This is an optimization exercise on Yosys and OpenROAD, whose aim is small area, a short achievable clock period and few clock cycles, not a production implementation.
In this exercise RTL edits were held to simulation tests only and were not proved equivalent to the original.
Power is estimated from default activity; no workload was simulated.

==> flow/design.v <==
package mipsPkg;
  typedef logic [31:0] wordT;      
  typedef logic [4:0]  regAddrT;   
  typedef logic [31:0] addrT;      
  localparam int dmemWords = 64;   
  localparam logic [5:0] opRtype = 6'h00;
  localparam logic [5:0] opLw    = 6'h23;
  localparam logic [5:0] opSw    = 6'h2b;
  localparam logic [5:0] opBeq   = 6'h04;
  localparam logic [5:0] opAddiu = 6'h09;
  localparam logic [5:0] fnAddu = 6'h21;
  localparam logic [5:0] fnSubu = 6'h23;
  localparam logic [5:0] fnAnd  = 6'h24;
  localparam logic [5:0] fnOr   = 6'h25;
  localparam logic [5:0] fnSlt  = 6'h2a;
endpackage
`timescale 1ns/1ps
module regFile (
  input  logic             clk,
  input  logic             arstN,
  input  mipsPkg::regAddrT ra1,
  input  mipsPkg::regAddrT ra2,
  output mipsPkg::wordT    rd1,
  output mipsPkg::wordT    rd2,
  input  logic             we,
  input  mipsPkg::regAddrT wa,
  input  mipsPkg::wordT    wd
);
  mipsPkg::wordT regs [1:31];
  logic [31:1]   valid;
  always_ff @(posedge clk) begin
    for (int i = 1; i < 32; i++) begin
      if (we && (wa == 5'(i))) regs[i] <= wd;
    end
  end
  always_ff @(posedge clk or negedge arstN) begin
    if (!arstN) begin
      valid <= '0;
    end else begin
      for (int i = 1; i < 32; i++) begin
        if (we && (wa == 5'(i))) valid[i] <= 1'b1;
      end
    end
  end
  always_comb begin
    rd1 = '0;
    rd2 = '0;
    for (int i = 1; i < 32; i++) begin
      rd1 = rd1 | ({32{(ra1 == 5'(i)) && valid[i]}} & regs[i]);
      rd2 = rd2 | ({32{(ra2 == 5'(i)) && valid[i]}} & regs[i]);
    end
  end
endmodule
`timescale 1ns/1ps
module executeStage (
  input  logic [7:0]                    base,
  input  logic [7:0]                    off,
  output logic [mipsPkg::dmemWords-1:0] sel
);
  logic [7:0] p;
  logic [7:0] g;
  logic       c2;   
  assign p  = base ^ off;
  assign g  = base & off;
  assign c2 = g[1] | (p[1] & g[0]);
  always_comb begin
    for (int k = 0; k < mipsPkg::dmemWords; k++) begin
      logic [7:2] kb;
      logic       m;
      kb = 6'(k);
      m  = (p[2] ^ c2) == kb[2];
      for (int i = 3; i < 8; i++) begin
        m = m & ((p[i] ^ (g[i-1] | (p[i-1] & !kb[i-1]))) == kb[i]);
      end
      sel[k] = m;
    end
  end
endmodule
`timescale 1ns/1ps
module memoryStage (
  input  logic                          clk,
  input  logic                          arstN,
  input  logic [mipsPkg::dmemWords-1:0] sel,
  input  logic                          we,
  input  mipsPkg::wordT                 wd,
  output mipsPkg::wordT                 rd
);
  mipsPkg::wordT                 dmem [mipsPkg::dmemWords];
  logic [mipsPkg::dmemWords-1:0] written;
  always_ff @(posedge clk) begin
    for (int i = 0; i < mipsPkg::dmemWords; i++) begin
      if (we && sel[i]) dmem[i] <= wd;
    end
  end
  always_ff @(posedge clk or negedge arstN) begin
    if (!arstN) begin
      written <= '0;
    end else begin
      for (int i = 0; i < mipsPkg::dmemWords; i++) begin
        if (we && sel[i]) written[i] <= 1'b1;
      end
    end
  end
  always_comb begin
    rd = '0;
    for (int i = 0; i < mipsPkg::dmemWords; i++) begin
      rd = rd | ({32{sel[i] && written[i]}} & dmem[i]);
    end
  end
endmodule
`timescale 1ns/1ps
module mipsCore (
  input  logic             clk,
  input  logic             arstN,
  output mipsPkg::addrT    imemAddr,
  input  mipsPkg::wordT    imemData,
  output logic             wbValid,
  output mipsPkg::regAddrT wbReg,
  output mipsPkg::wordT    wbData
);
  logic [29:0] pcF;         
  logic [29:0] pcPlus1F;
  logic [29:0] targetF;     
  logic [16:0] loSumF;
  logic [15:0] loPlus1F;    
  logic        c16F;        
  logic [13:0] upF;         
  logic [13:0] upP1F;
  logic [13:0] upP2F;
  logic [13:0] upM1F;
  logic        uncF;        
  logic        redirectE;
  logic [29:0] targetE;
  logic        stallD;
  logic [29:0] pcNextF;
  assign imemAddr = {pcF, 2'b00};
  assign loPlus1F = pcF[15:0] + 16'd1;
  assign c16F     = &pcF[15:0];
  assign upF      = pcF[29:16];
  assign upP1F    = upF + 14'd1;
  assign upP2F    = upF + 14'd2;
  assign upM1F    = upF - 14'd1;
  assign pcPlus1F = {c16F ? upP1F : upF, loPlus1F};
  assign loSumF = {1'b0, loPlus1F} + {1'b0, imemData[15:0]};
  assign targetF[15:0] = loSumF[15:0];
  always_comb begin
    case ({c16F, loSumF[16], imemData[15]})
      3'b000:  targetF[29:16] = upF;
      3'b001:  targetF[29:16] = upM1F;
      3'b010:  targetF[29:16] = upP1F;
      3'b011:  targetF[29:16] = upF;
      3'b100:  targetF[29:16] = upP1F;
      3'b101:  targetF[29:16] = upF;
      3'b110:  targetF[29:16] = upP2F;
      default: targetF[29:16] = upP1F;
    endcase
  end
  assign uncF = (imemData[31:26] == mipsPkg::opBeq) && (imemData[25:21] == imemData[20:16]);
  assign pcNextF = redirectE ? targetE : stallD ? pcF : uncF ? targetF : pcPlus1F;
  always_ff @(posedge clk or negedge arstN) begin
    if (!arstN) begin
      pcF <= '0;
    end else begin
      pcF <= pcNextF;
    end
  end
  logic [5:0]       opD;
  logic [5:0]       fnD;
  mipsPkg::regAddrT rsD;
  mipsPkg::regAddrT rtD;
  mipsPkg::regAddrT rdD;
  mipsPkg::regAddrT dstD;
  logic             isRD;
  logic             isAddiuD;
  logic             isLwD;
  logic             isSwD;
  logic             isBrD;
  logic             regWrD;
  logic             usesRsD;
  logic             usesRtD;
  logic             liveD;
  mipsPkg::wordT    rf1D;
  mipsPkg::wordT    rf2D;
  mipsPkg::wordT    aD;
  mipsPkg::wordT    bD;
  logic             deRegWr;
  logic             deLoad;
  logic             deStore;
  logic             deBranch;
  logic             deSub;      
  logic             deSelSum;   
  logic             deSelAnd;
  logic             deSelOr;
  logic             deSelSlt;
  logic             deFwdA;
  logic             deFwdB;
  logic             deFwdBAlu;   
  mipsPkg::regAddrT deDst;
  mipsPkg::wordT    deA;
  mipsPkg::wordT    deB;
  mipsPkg::wordT    deBAlu;      
  logic [15:0]      deImm;
  logic [29:0]      dePcPlus1;   
  logic             wRegWr;
  logic             wLoad;
  logic             wStore;
  mipsPkg::regAddrT wDst;
  mipsPkg::wordT    wData;     
  logic [63:0]      wSel;      
  mipsPkg::wordT    loadW;
  mipsPkg::wordT    resultW;
  logic             oValidOut;   
  mipsPkg::regAddrT oDstOut;
  mipsPkg::wordT    oDataOut;
  assign opD = imemData[31:26];
  assign fnD = imemData[5:0];
  assign rsD = imemData[25:21];
  assign rtD = imemData[20:16];
  assign rdD = imemData[15:11];
  assign isRD     = (opD == mipsPkg::opRtype) &&
                    ((fnD == mipsPkg::fnAddu) || (fnD == mipsPkg::fnSubu) || (fnD == mipsPkg::fnAnd) ||
                     (fnD == mipsPkg::fnOr) || (fnD == mipsPkg::fnSlt));
  assign isAddiuD = (opD == mipsPkg::opAddiu);
  assign isLwD    = (opD == mipsPkg::opLw);
  assign isSwD    = (opD == mipsPkg::opSw);
  assign isBrD    = (opD == mipsPkg::opBeq) && !uncF;   
  assign dstD     = isRD ? rdD : rtD;
  assign regWrD   = (isRD || isAddiuD || isLwD) && (dstD != 5'd0);   
  assign usesRsD  = isRD || isAddiuD || isLwD || isSwD || isBrD;
  assign usesRtD  = isRD || isSwD || isBrD;
  assign stallD = deLoad && deRegWr &&
                  ((usesRsD && (deDst == rsD)) || (usesRtD && (deDst == rtD)));
  assign liveD  = !redirectE && !stallD;   
  regFile uRegFile (
    .clk(clk), .arstN(arstN),
    .ra1(rsD), .ra2(rtD), .rd1(rf1D), .rd2(rf2D),
    .we(wRegWr), .wa(wDst), .wd(resultW)
  );
  assign aD = (wRegWr && (wDst == rsD)) ? resultW : rf1D;
  assign bD = (wRegWr && (wDst == rtD)) ? resultW : rf2D;
  always_ff @(posedge clk or negedge arstN) begin
    if (!arstN) begin
      deRegWr  <= 1'b0;
      deLoad   <= 1'b0;
      deStore  <= 1'b0;
      deBranch <= 1'b0;
    end else begin
      deRegWr  <= liveD && regWrD;
      deLoad   <= liveD && isLwD;
      deStore  <= liveD && isSwD;
      deBranch <= liveD && isBrD;
    end
  end
  always_ff @(posedge clk) begin
    deSub    <= isRD && ((fnD == mipsPkg::fnSubu) || (fnD == mipsPkg::fnSlt));
    deSelSum <= isAddiuD || (isRD && ((fnD == mipsPkg::fnAddu) || (fnD == mipsPkg::fnSubu)));
    deSelAnd <= isRD && (fnD == mipsPkg::fnAnd);
    deSelOr  <= isRD && (fnD == mipsPkg::fnOr);
    deSelSlt <= isRD && (fnD == mipsPkg::fnSlt);
    deFwdA   <= deRegWr && (deDst == rsD);
    deFwdB   <= deRegWr && (deDst == rtD);
    deDst    <= dstD;
    deA      <= aD;
    deB      <= bD;
    deBAlu   <= isAddiuD ? {{16{imemData[15]}}, imemData[15:0]} :
                (isRD && ((fnD == mipsPkg::fnSubu) || (fnD == mipsPkg::fnSlt))) ? ~bD : bD;
    deFwdBAlu <= deRegWr && (deDst == rtD) && !isAddiuD;
    deImm     <= imemData[15:0];
    dePcPlus1 <= pcPlus1F;
  end
  mipsPkg::wordT aE;
  mipsPkg::wordT bE;
  mipsPkg::wordT opBE;   
  mipsPkg::wordT sumE;
  logic          sumLsbE;   
  logic          sltE;
  logic [63:0]   selE;
  mipsPkg::wordT resultE;
  assign aE   = deFwdA ? wData : deA;
  assign bE   = deFwdB ? wData : deB;
  assign opBE = deFwdBAlu ? (wData ^ {32{deSub}}) : deBAlu;
  assign {sumE, sumLsbE} = {aE, 1'b1} + {opBE, deSub};   
  assign sltE = (aE[31] != bE[31]) ? aE[31] : sumE[31];
  executeStage uAddr (.base(aE[7:0]), .off(deImm[7:0]), .sel(selE));
  assign resultE = ({32{deSelSum}} & sumE) |
                   ({32{deSelAnd}} & (aE & bE)) |
                   ({32{deSelOr}}  & (aE | bE)) |
                   {31'd0, deSelSlt & sltE} |
                   ({32{deStore}}  & bE);
  assign redirectE = deBranch && (aE == bE);
  assign targetE   = dePcPlus1 + {{14{deImm[15]}}, deImm};
  always_ff @(posedge clk or negedge arstN) begin
    if (!arstN) begin
      wRegWr <= 1'b0;
      wLoad  <= 1'b0;
      wStore <= 1'b0;
    end else begin
      wRegWr <= deRegWr;
      wLoad  <= deLoad;
      wStore <= deStore;
    end
  end
  always_ff @(posedge clk) begin
    wDst  <= deDst;
    wData <= resultE;
    wSel  <= selE;
  end
  memoryStage uMemory (
    .clk(clk), .arstN(arstN),
    .sel(wSel), .we(wStore), .wd(wData), .rd(loadW)
  );
  assign resultW = wLoad ? loadW : wData;
  always_ff @(posedge clk or negedge arstN) begin
    if (!arstN) begin
      oValidOut <= 1'b0;
    end else begin
      oValidOut <= wRegWr;
    end
  end
  always_ff @(posedge clk) begin
    oDstOut  <= wDst;
    oDataOut <= resultW;
  end
  assign wbValid = oValidOut;
  assign wbReg   = oDstOut;
  assign wbData  = oDataOut;
endmodule
clock: 10.0 ns
lec_check: 0
cap_margin: 20
cell_pad_in_sites_detail_placement: 2
cell_pad_in_sites_global_placement: 3
core_margin: 2
core_utilization: 30
cts_cluster_diameter: 120
cts_cluster_size: 20
place_density: 0.5
slew_margin: 20
standard.sh (not shown) runs the stock make flow with config.mk's settings and CLKGATE_MAP_FILE= SYNTH_SCRIPT=/design/flow/synth_recipe.tcl, a recipe that flattens the netlist after the stock synthesis.
==> flow/flow/run.sh <==
#!/bin/bash
# Standard ORFS layout, with repair_timing asked for a larger setup margin than the
# 10 ns constraint needs, so that it keeps improving the critical paths, and plain
# buffers (not delay cells) on the ports.
set -euo pipefail
bash standard.sh SETUP_SLACK_MARGIN=6.4 TNS_END_PERCENT=100 \
  'BUFFER_PORTS_ARGS=-buffer_cell sky130_fd_sc_hd__buf_4' finish > standard_flow.log 2>&1
Testbench counts at the start, summed over its fixed seeds: cycles 21,294.
Next try:
--- a/flow/design.v
+++ b/flow/design.v
@@ -134,5 +134,6 @@
   logic        stallD;
   logic [29:0] pcNextF;
-  assign imemAddr = {pcF, 2'b00};
+  logic [29:0] pcOut;       
+  assign imemAddr = {pcOut, 2'b00};
   assign loPlus1F = pcF[15:0] + 16'd1;
   assign c16F     = &pcF[15:0];
@@ -165,4 +166,7 @@
     end
   end
+  always_ff @(posedge clk) begin
+    pcOut <= arstN ? pcNextF : '0;
+  end
   logic [5:0]       opD;
   logic [5:0]       fnD;
Non-clock buffer count is lower by 179.
Worst hold slack gets worse by 23 ps.
Clock power came out higher slightly.
Clock skew decreases by 17 ps.
Sequential share of layout area grows by 1.2 points.
Power stays flat.
Cell count is about the same.
Worst setup slack degrades by 270 ps.
Testbench counts after the change, summed over its fixed seeds: cycles 21,294.

## static timing again, ports no longer ideal
In the flow no input, the clock included, has a driving cell. The finished layouts below were timed again as built, in two steps.
Step 1 (the two cells are an assumption about what drives the block):
set clk [get_ports {clk}]
set_driving_cell -lib_cell sky130_fd_sc_hd__clkbuf_16 $clk
set_driving_cell -lib_cell sky130_fd_sc_hd__buf_2 [delete_from_list [all_inputs] $clk]
Step 2 also shifts input and output timing later by t, the mid clock arrival at the registers, as if the neighbouring blocks saw the same clock.
Slacks: no drivers / after step 1 / after step 2; pairs: no drivers / after step 1.
run | shift t [ns] | setup slack, ns | worst setup path at the end | slew at the worst register clock pin (ns) | cell pins on the clock port's net
the first run | 1.113 | 6.104 / 6.023 / 5.097 | input to register | 0.10 / 0.10 | 1
the second run | 1.100 | 5.837 / 5.837 / 4.882 | input to register | 0.11 / 0.11 | 1
After both steps every run listed still meets setup and hold. The setup slack of the first run, which loses most, moves by -0.081 ns with the drivers and by -1.007 ns with both steps.
